This is an optimization exercise on Yosys and OpenROAD, whose aim is small area and a short achievable clock period, not a production implementation. At most, simulation tests tie the RTL to the original design; equivalence was not proved. Power figures rest on the tool's default switching activity, not on a simulated workload.

==> v25 <==
Design system_crossbar_rr, start of the top module:
module system_crossbar_rr #(
  parameter int NUM_MASTERS    = 9,
  parameter int NUM_SLAVES     = 4,
  parameter int ADDR_WIDTH     = 32,
  parameter int DATA_WIDTH     = 32,
  parameter int ID_WIDTH       = 4,
  parameter logic [NUM_SLAVES*ADDR_WIDTH-1:0] SLAVE_BASE =
    {32'h3000_0000, 32'h2000_0000, 32'h1000_0000, 32'h0000_0000},
  parameter logic [NUM_SLAVES*ADDR_WIDTH-1:0] SLAVE_MASK =
    {32'hFFFF_0000, 32'hFFFF_0000, 32'hFFFF_0000, 32'hF000_0000},
  parameter logic [NUM_MASTERS-1:0] HI_PRIO_MASK = 9'h1FE,
  parameter int TIMEOUT_CYCLES = 256
) (
  input  logic                             clk,
  input  logic                             rst,
  input  logic [NUM_MASTERS-1:0]           m_req,
  input  logic [NUM_MASTERS-1:0]           m_we,
  input  logic [NUM_MASTERS*ADDR_WIDTH-1:0] m_addr,
  input  logic [NUM_MASTERS*DATA_WIDTH-1:0] m_wdata,
  input  logic [NUM_MASTERS*ID_WIDTH-1:0]   m_id,
  output logic [NUM_MASTERS-1:0]           m_ack,
  output logic [NUM_MASTERS-1:0]           m_err,
  output logic [NUM_MASTERS*DATA_WIDTH-1:0] m_rdata,
  output logic [NUM_SLAVES-1:0]            s_req,
  output logic [NUM_SLAVES-1:0]            s_we,
  output logic [NUM_SLAVES*ADDR_WIDTH-1:0] s_addr,
  output logic [NUM_SLAVES*DATA_WIDTH-1:0] s_wdata,
  output logic [NUM_SLAVES*ID_WIDTH-1:0]   s_id,
  input  logic [NUM_SLAVES-1:0]            s_ack,
  input  logic [NUM_SLAVES*DATA_WIDTH-1:0] s_rdata
);
==> flow/config.mk <==
export PLATFORM = sky130hd
export DESIGN_NAME = system_crossbar_rr
export DESIGN_NICKNAME = system_crossbar_rr
export VERILOG_FILES = /design/flow/design.v
export SDC_FILE = /design/flow/constraint.sdc
export NUM_CORES = 4
export LEC_CHECK = 0
export ABC_CLOCK_PERIOD_IN_PS = 2000
export CAP_MARGIN = 20
export CORE_AREA = 10 10 490 490
export DIE_AREA = 0 0 500 500
export PLACE_DENSITY = 0.35
export SETUP_SLACK_MARGIN = 3.0
export SLEW_MARGIN = 20
==> flow/constraint.sdc <==
create_clock -name core_clock -period 7.0 [get_ports {clk}]
set_input_delay 1.4000 -clock core_clock [delete_from_list [all_inputs] [get_ports {clk}]]
set_output_delay 1.4000 -clock core_clock [all_outputs]
set_load 0.01 [all_outputs]
standard.sh (not shown) runs the stock make flow with config.mk's settings and CLKGATE_MAP_FILE= SYNTH_SCRIPT=/design/flow/synth_recipe.tcl, a recipe that flattens the netlist after the stock synthesis.
==> flow/flow/run.sh <==
#!/bin/bash
# The standard layout, with two changes: every input and output port gets the smallest buffer
# as its port buffer, and the ports are placed on the die edge in the bit-sliced order that
# flow/io.tcl gives (generated by gen/make_io.py), sourced right after the floorplan.
set -euo pipefail
export BUFFER_PORTS_ARGS="-buffer_cell sky130_fd_sc_hd__buf_1"
export IO_CONSTRAINTS="$PWD/flow/io.tcl"
bash standard.sh > standard_flow.log 2>&1
==> flow/flow/io.tcl <==
# Place the ports on the die edge in bit-sliced order, so that each data bit's inputs and
# outputs sit next to each other. Sourced by the floorplan step (IO_CONSTRAINTS).
set nm 9
set ns 4
set w 32
set iw 4
proc bits {name n w b} {
  set r {}
  for {set i 0} {$i < $n} {incr i} { lappend r "${name}\[[expr {$i * $w + $b}]\]" }
  return $r
}
set order {clk rst}
foreach n {m_req m_ack m_err} { lappend order {*}[bits $n $nm 1 0] }
foreach n {s_req s_ack} { lappend order {*}[bits $n $ns 1 0] }
lappend order {*}[bits m_we $nm 1 0] {*}[bits s_we $ns 1 0]
for {set b [expr {$w - 1}]} {$b >= 16} {incr b -1} {
  lappend order {*}[bits m_addr $nm $w $b] {*}[bits s_addr $ns $w $b]
}
for {set i 0} {$i < $iw} {incr i} {
  lappend order {*}[bits m_id $nm $iw $i] {*}[bits s_id $ns $iw $i]
}
for {set b 15} {$b >= 0} {incr b -1} {
  lappend order {*}[bits m_addr $nm $w $b] {*}[bits s_addr $ns $w $b]
  lappend order {*}[bits m_wdata $nm $w $b] {*}[bits s_wdata $ns $w $b]
}
for {set b 16} {$b < $w} {incr b} {
  lappend order {*}[bits m_wdata $nm $w $b] {*}[bits s_wdata $ns $w $b]
}
for {set b 0} {$b < $w} {incr b} {
  lappend order {*}[bits s_rdata $ns $w $b] {*}[bits m_rdata $nm $w $b]
}

# Walk the edge clockwise from the bottom-left corner, keeping clear of the corners.
set die [ord::get_die_area]
set dx [lindex $die 2]
set dy [lindex $die 3]
set mg 12.0
set lx [expr {$dx - 2 * $mg}]
set ly [expr {$dy - 2 * $mg}]
set per [expr {2 * ($lx + $ly)}]
set n [llength $order]
set i 0
foreach p $order {
  set t [expr {($i + 0.5) / $n * $per}]
  if {$t < $ly} {
    place_pin -pin_name $p -layer met3 -location [list 0 [expr {$mg + $t}]] -force_to_die_boundary
  } elseif {$t < $ly + $lx} {
    place_pin -pin_name $p -layer met2 -location [list [expr {$mg + $t - $ly}] $dy] -force_to_die_boundary
  } elseif {$t < 2 * $ly + $lx} {
    place_pin -pin_name $p -layer met3 -location [list $dx [expr {$dy - $mg - ($t - $ly - $lx)}]] -force_to_die_boundary
  } else {
    place_pin -pin_name $p -layer met2 -location [list [expr {$dx - $mg - ($t - 2 * $ly - $lx)}] 0] -force_to_die_boundary
  }
  incr i
}
==> inputs of v36, as changes to v25 <==
--- a/flow/design.v
+++ b/flow/design.v
@@ -91,31 +91,30 @@
     if (rst) begin
       r_busy <= '0;
       r_resp <= '0;
       r_dack <= '0;
       r_cool <= '0;
       r_sel  <= '0;
-      r_wind <= '0;
       for (int s = 0; s < NS; s++) r_win[s] <= NM'(1) << (NM - 1);
     end else begin
       r_busy <= w_start | (r_busy & ~w_fin);
       r_resp <= w_fin;
       r_dack <= w_derr;
       r_cool <= r_dack;
       for (int s = 0; s < NS; s++) begin
         if (w_start[s]) r_win[s] <= w_gnt[s];
         r_sel[s] <= w_fin[s] ? r_win[s] : '0;
-        if (~r_busy[s] & ~r_resp[s]) r_wind[s] <= w_gnt[s];
       end
     end
   end
   always_ff @(posedge clk) begin
     r_terr <= w_tmo;
     for (int s = 0; s < NS; s++) begin
       r_cnt[s] <= r_busy[s] ? r_cnt[s] + 1'b1 : '0;
       r_rd[s]  <= s_rdata[s*DW +: DW];
+      r_wind[s] <= (~r_busy[s] & ~r_resp[s]) ? w_gnt[s] : r_win[s];
     end
   end
   logic [NS-1:0][AW-1:0] w_pa;
   logic [NS-1:0][DW-1:0] w_pd;
   logic [NS-1:0][IW-1:0] w_pi;
   logic [NS-1:0]         w_pw;
--- a/flow/flow/io.tcl
+++ b/flow/flow/io.tcl
@@ -27,29 +27,41 @@
   lappend order {*}[bits m_wdata $nm $w $b] {*}[bits s_wdata $ns $w $b]
 }
 for {set b 0} {$b < $w} {incr b} {
   lappend order {*}[bits s_rdata $ns $w $b] {*}[bits m_rdata $nm $w $b]
 }
 
-# Walk the edge clockwise from the bottom-left corner, keeping clear of the corners.
+# Walk the edge clockwise from the bottom-left corner, keeping clear of the corners. The left
+# and right edges (met3) take pins two met3 tracks apart; the top and bottom edges (met2) share
+# the rest evenly.
 set die [ord::get_die_area]
 set dx [lindex $die 2]
 set dy [lindex $die 3]
 set mg 12.0
 set lx [expr {$dx - 2 * $mg}]
 set ly [expr {$dy - 2 * $mg}]
-set per [expr {2 * ($lx + $ly)}]
 set n [llength $order]
+set nv [expr {int($ly / 1.4)}]
+set nh [expr {($n - 2 * $nv) / 2}]
+set cnt [list $nv [expr {$n - 2 * $nv - $nh}] $nv $nh]
 set i 0
+set e 0
+set k 0
 foreach p $order {
-  set t [expr {($i + 0.5) / $n * $per}]
-  if {$t < $ly} {
-    place_pin -pin_name $p -layer met3 -location [list 0 [expr {$mg + $t}]] -force_to_die_boundary
-  } elseif {$t < $ly + $lx} {
-    place_pin -pin_name $p -layer met2 -location [list [expr {$mg + $t - $ly}] $dy] -force_to_die_boundary
-  } elseif {$t < 2 * $ly + $lx} {
-    place_pin -pin_name $p -layer met3 -location [list $dx [expr {$dy - $mg - ($t - $ly - $lx)}]] -force_to_die_boundary
+  while {$k >= [lindex $cnt $e]} { incr e; set k 0 }
+  set ne [lindex $cnt $e]
+  if {$e == 0} {
+    set d [expr {($k + 0.5) / $ne * $ly}]
+    place_pin -pin_name $p -layer met3 -location [list 0 [expr {$mg + $d}]] -force_to_die_boundary
+  } elseif {$e == 1} {
+    set d [expr {($k + 0.5) / $ne * $lx}]
+    place_pin -pin_name $p -layer met2 -location [list [expr {$mg + $d}] $dy] -force_to_die_boundary
+  } elseif {$e == 2} {
+    set d [expr {($k + 0.5) / $ne * $ly}]
+    place_pin -pin_name $p -layer met3 -location [list $dx [expr {$dy - $mg - $d}]] -force_to_die_boundary
   } else {
-    place_pin -pin_name $p -layer met2 -location [list [expr {$dx - $mg - ($t - 2 * $ly - $lx)}] 0] -force_to_die_boundary
+    set d [expr {($k + 0.5) / $ne * $lx}]
+    place_pin -pin_name $p -layer met2 -location [list [expr {$dx - $mg - $d}] 0] -force_to_die_boundary
   }
+  incr k
   incr i
 }
Settings changed: ABC_CLOCK_PERIOD_IN_PS 2000 to unset, CORE_AREA 10 10 490 490 to 10 10 410 410, DIE_AREA 0 0 500 500 to 0 0 420 420.
==> inputs of v16, as changes to v25 <==
--- a/flow/design.v
+++ b/flow/design.v
@@ -35,14 +35,12 @@
   localparam int DW = DATA_WIDTH;
   localparam int IW = ID_WIDTH;
   localparam int CW = $clog2(TIMEOUT_CYCLES);
   localparam logic [CW-1:0] CNT_LAST = CW'(TIMEOUT_CYCLES - 1);
   logic [NS-1:0]  r_busy, r_resp, r_terr;
   logic [NS-1:0][NM-1:0] r_win;
-  logic [NS-1:0][NM-1:0] r_wind;
-  logic [NS-1:0][NM-1:0] r_sel;
   logic [NS-1:0][CW-1:0] r_cnt;
   logic [NS-1:0][DW-1:0] r_rd;
   logic [NM-1:0]  r_dack, r_cool;
   logic [NM-1:0]  w_hit;
   logic [NM-1:0][NS-1:0] w_match;
   logic [NS-1:0][NM-1:0] w_reqv;
@@ -90,66 +88,65 @@
   always_ff @(posedge clk or posedge rst) begin
     if (rst) begin
       r_busy <= '0;
       r_resp <= '0;
       r_dack <= '0;
       r_cool <= '0;
-      r_sel  <= '0;
-      r_wind <= '0;
       for (int s = 0; s < NS; s++) r_win[s] <= NM'(1) << (NM - 1);
     end else begin
       r_busy <= w_start | (r_busy & ~w_fin);
       r_resp <= w_fin;
       r_dack <= w_derr;
       r_cool <= r_dack;
       for (int s = 0; s < NS; s++) begin
         if (w_start[s]) r_win[s] <= w_gnt[s];
-        r_sel[s] <= w_fin[s] ? r_win[s] : '0;
-        if (~r_busy[s] & ~r_resp[s]) r_wind[s] <= w_gnt[s];
       end
     end
   end
   always_ff @(posedge clk) begin
     r_terr <= w_tmo;
     for (int s = 0; s < NS; s++) begin
       r_cnt[s] <= r_busy[s] ? r_cnt[s] + 1'b1 : '0;
       r_rd[s]  <= s_rdata[s*DW +: DW];
     end
   end
-  logic [NS-1:0][AW-1:0] w_pa;
-  logic [NS-1:0][DW-1:0] w_pd;
-  logic [NS-1:0][IW-1:0] w_pi;
-  logic [NS-1:0]         w_pw;
+  logic [NS*NM-1:0] w_winf, w_self;
+  logic [NS*DW-1:0] w_rdf;
+  logic [NS*AW-1:0] w_pa;
+  logic [NS*DW-1:0] w_pd;
+  logic [NS*IW-1:0] w_pi;
+  logic [NS-1:0]    w_pw;
+  assign w_winf = r_win;
+  for (genvar s = 0; s < NS; s++) begin : g_sel
+    assign w_self[s*NM +: NM] = r_resp[s] ? r_win[s] : '0;
+  end
+  assign w_rdf  = r_rd;
   always_comb begin
     w_pa = '0;
     w_pd = '0;
     w_pi = '0;
     w_pw = '0;
     for (int s = 0; s < NS; s++)
       for (int m = 0; m < NM; m++) begin
-        w_pa[s] = w_pa[s] | ({AW{r_win[s][m]}} & m_addr[m*AW +: AW]);
-        w_pd[s] = w_pd[s] | ({DW{r_wind[s][m]}} & m_wdata[m*DW +: DW]);
-        w_pi[s] = w_pi[s] | ({IW{r_win[s][m]}} & m_id[m*IW +: IW]);
-        w_pw[s] = w_pw[s] | (r_win[s][m] & m_we[m]);
+        w_pa[s*AW +: AW] = w_pa[s*AW +: AW] | ({AW{w_winf[s*NM+m]}} & m_addr[m*AW +: AW]);
+        w_pd[s*DW +: DW] = w_pd[s*DW +: DW] | ({DW{w_winf[s*NM+m]}} & m_wdata[m*DW +: DW]);
+        w_pi[s*IW +: IW] = w_pi[s*IW +: IW] | ({IW{w_winf[s*NM+m]}} & m_id[m*IW +: IW]);
+        w_pw[s]          = w_pw[s] | (w_winf[s*NM+m] & m_we[m]);
       end
   end
-  assign s_req = r_busy;
-  for (genvar s = 0; s < NS; s++) begin : g_spay
-    assign s_addr[s*AW +: AW]  = (w_pa[s] & ~SLAVE_MASK[s*AW +: AW]) | SLAVE_BASE[s*AW +: AW];
-    assign s_wdata[s*DW +: DW] = w_pd[s];
-    assign s_id[s*IW +: IW]    = w_pi[s];
-    assign s_we[s]             = w_pw[s];
-  end
-  logic [NM-1:0][DW-1:0] w_rd;
+  assign s_req   = r_busy;
+  assign s_addr  = (w_pa & ~SLAVE_MASK) | SLAVE_BASE;
+  assign s_wdata = w_pd;
+  assign s_id    = w_pi;
+  assign s_we    = w_pw;
   always_comb begin
-    m_ack = r_dack;
-    m_err = r_dack;
-    w_rd  = '0;
+    m_ack   = r_dack;
+    m_err   = r_dack;
+    m_rdata = '0;
     for (int m = 0; m < NM; m++)
       for (int s = 0; s < NS; s++) begin
-        m_ack[m] = m_ack[m] | r_sel[s][m];
-        m_err[m] = m_err[m] | (r_sel[s][m] & r_terr[s]);
-        w_rd[m]  = w_rd[m]  | ({DW{r_sel[s][m]}} & r_rd[s]);
+        m_ack[m] = m_ack[m] | w_self[s*NM+m];
+        m_err[m] = m_err[m] | (w_self[s*NM+m] & r_terr[s]);
+        m_rdata[m*DW +: DW] = m_rdata[m*DW +: DW] | ({DW{w_self[s*NM+m]}} & w_rdf[s*DW +: DW]);
       end
   end
-  assign m_rdata = w_rd;
 endmodule
Settings changed: ABC_CLOCK_PERIOD_IN_PS 2000 to unset, PLACE_DENSITY 0.35 to 0.55.
==> comparison <==
- v25 completed without violations. v36 passed the timing, DRC and antenna checks. v16 finished clean.
- In v36 the power is larger than in v25, by about 3.3%.
- The lowest utilization belongs to v16, the highest to v36.
- Global-route usage: v36 is higher than v25 (7.5 points).
- The lowest sequential share of layout area belongs to v16, the highest to v25.
- Between v16 and v36, the lower first-iteration DRC count is in v36 (gap 2.2%, measured against v36).
- Between v16 and v25, the lower design area is in v16 (gap 6.5%, measured against v25).
- In critical path depth, v36 and v16 do not differ.
- Between v36 and v25, the lower fmax is in v36 (gap 1.7%, measured against v25).
Only the layout flow was run in v36; the RTL was not checked for function there.

-- re-timing with driven ports --
Ports are ideal in the flow. The routed layouts listed here were re-timed in OpenROAD. Step 1 sets driving cells, clkbuf_16 on the clock port and buf_2 on the other inputs (assumed; they add their load-dependent delay and slew). Step 2 times the ports against the registers' clock, not the clock port: input delays grow and output delays shrink by t, the midpoint of the rising clock arrivals with the driver on. Three values: ideal ports, drivers, drivers and shift; two values: the first two.
run	shift t [ns]	setup WS [ns]	clock arrival spread, ns	slew at the worst register clock pin (ns)
v25	0.659	3.090 / 3.011 / 2.706	0.049 / 0.049	0.07 / 0.07
v36	0.668	3.020 / 2.940 / 2.423	0.049 / 0.049	0.07 / 0.07
v16	0.674	2.934 / 2.859 / 2.515	0.016 / 0.016	0.07 / 0.07
After both steps setup and hold are still met in every run listed. The setup slack of v36, which loses most, moves by -0.080 ns with the drivers and by -0.597 ns with both steps.
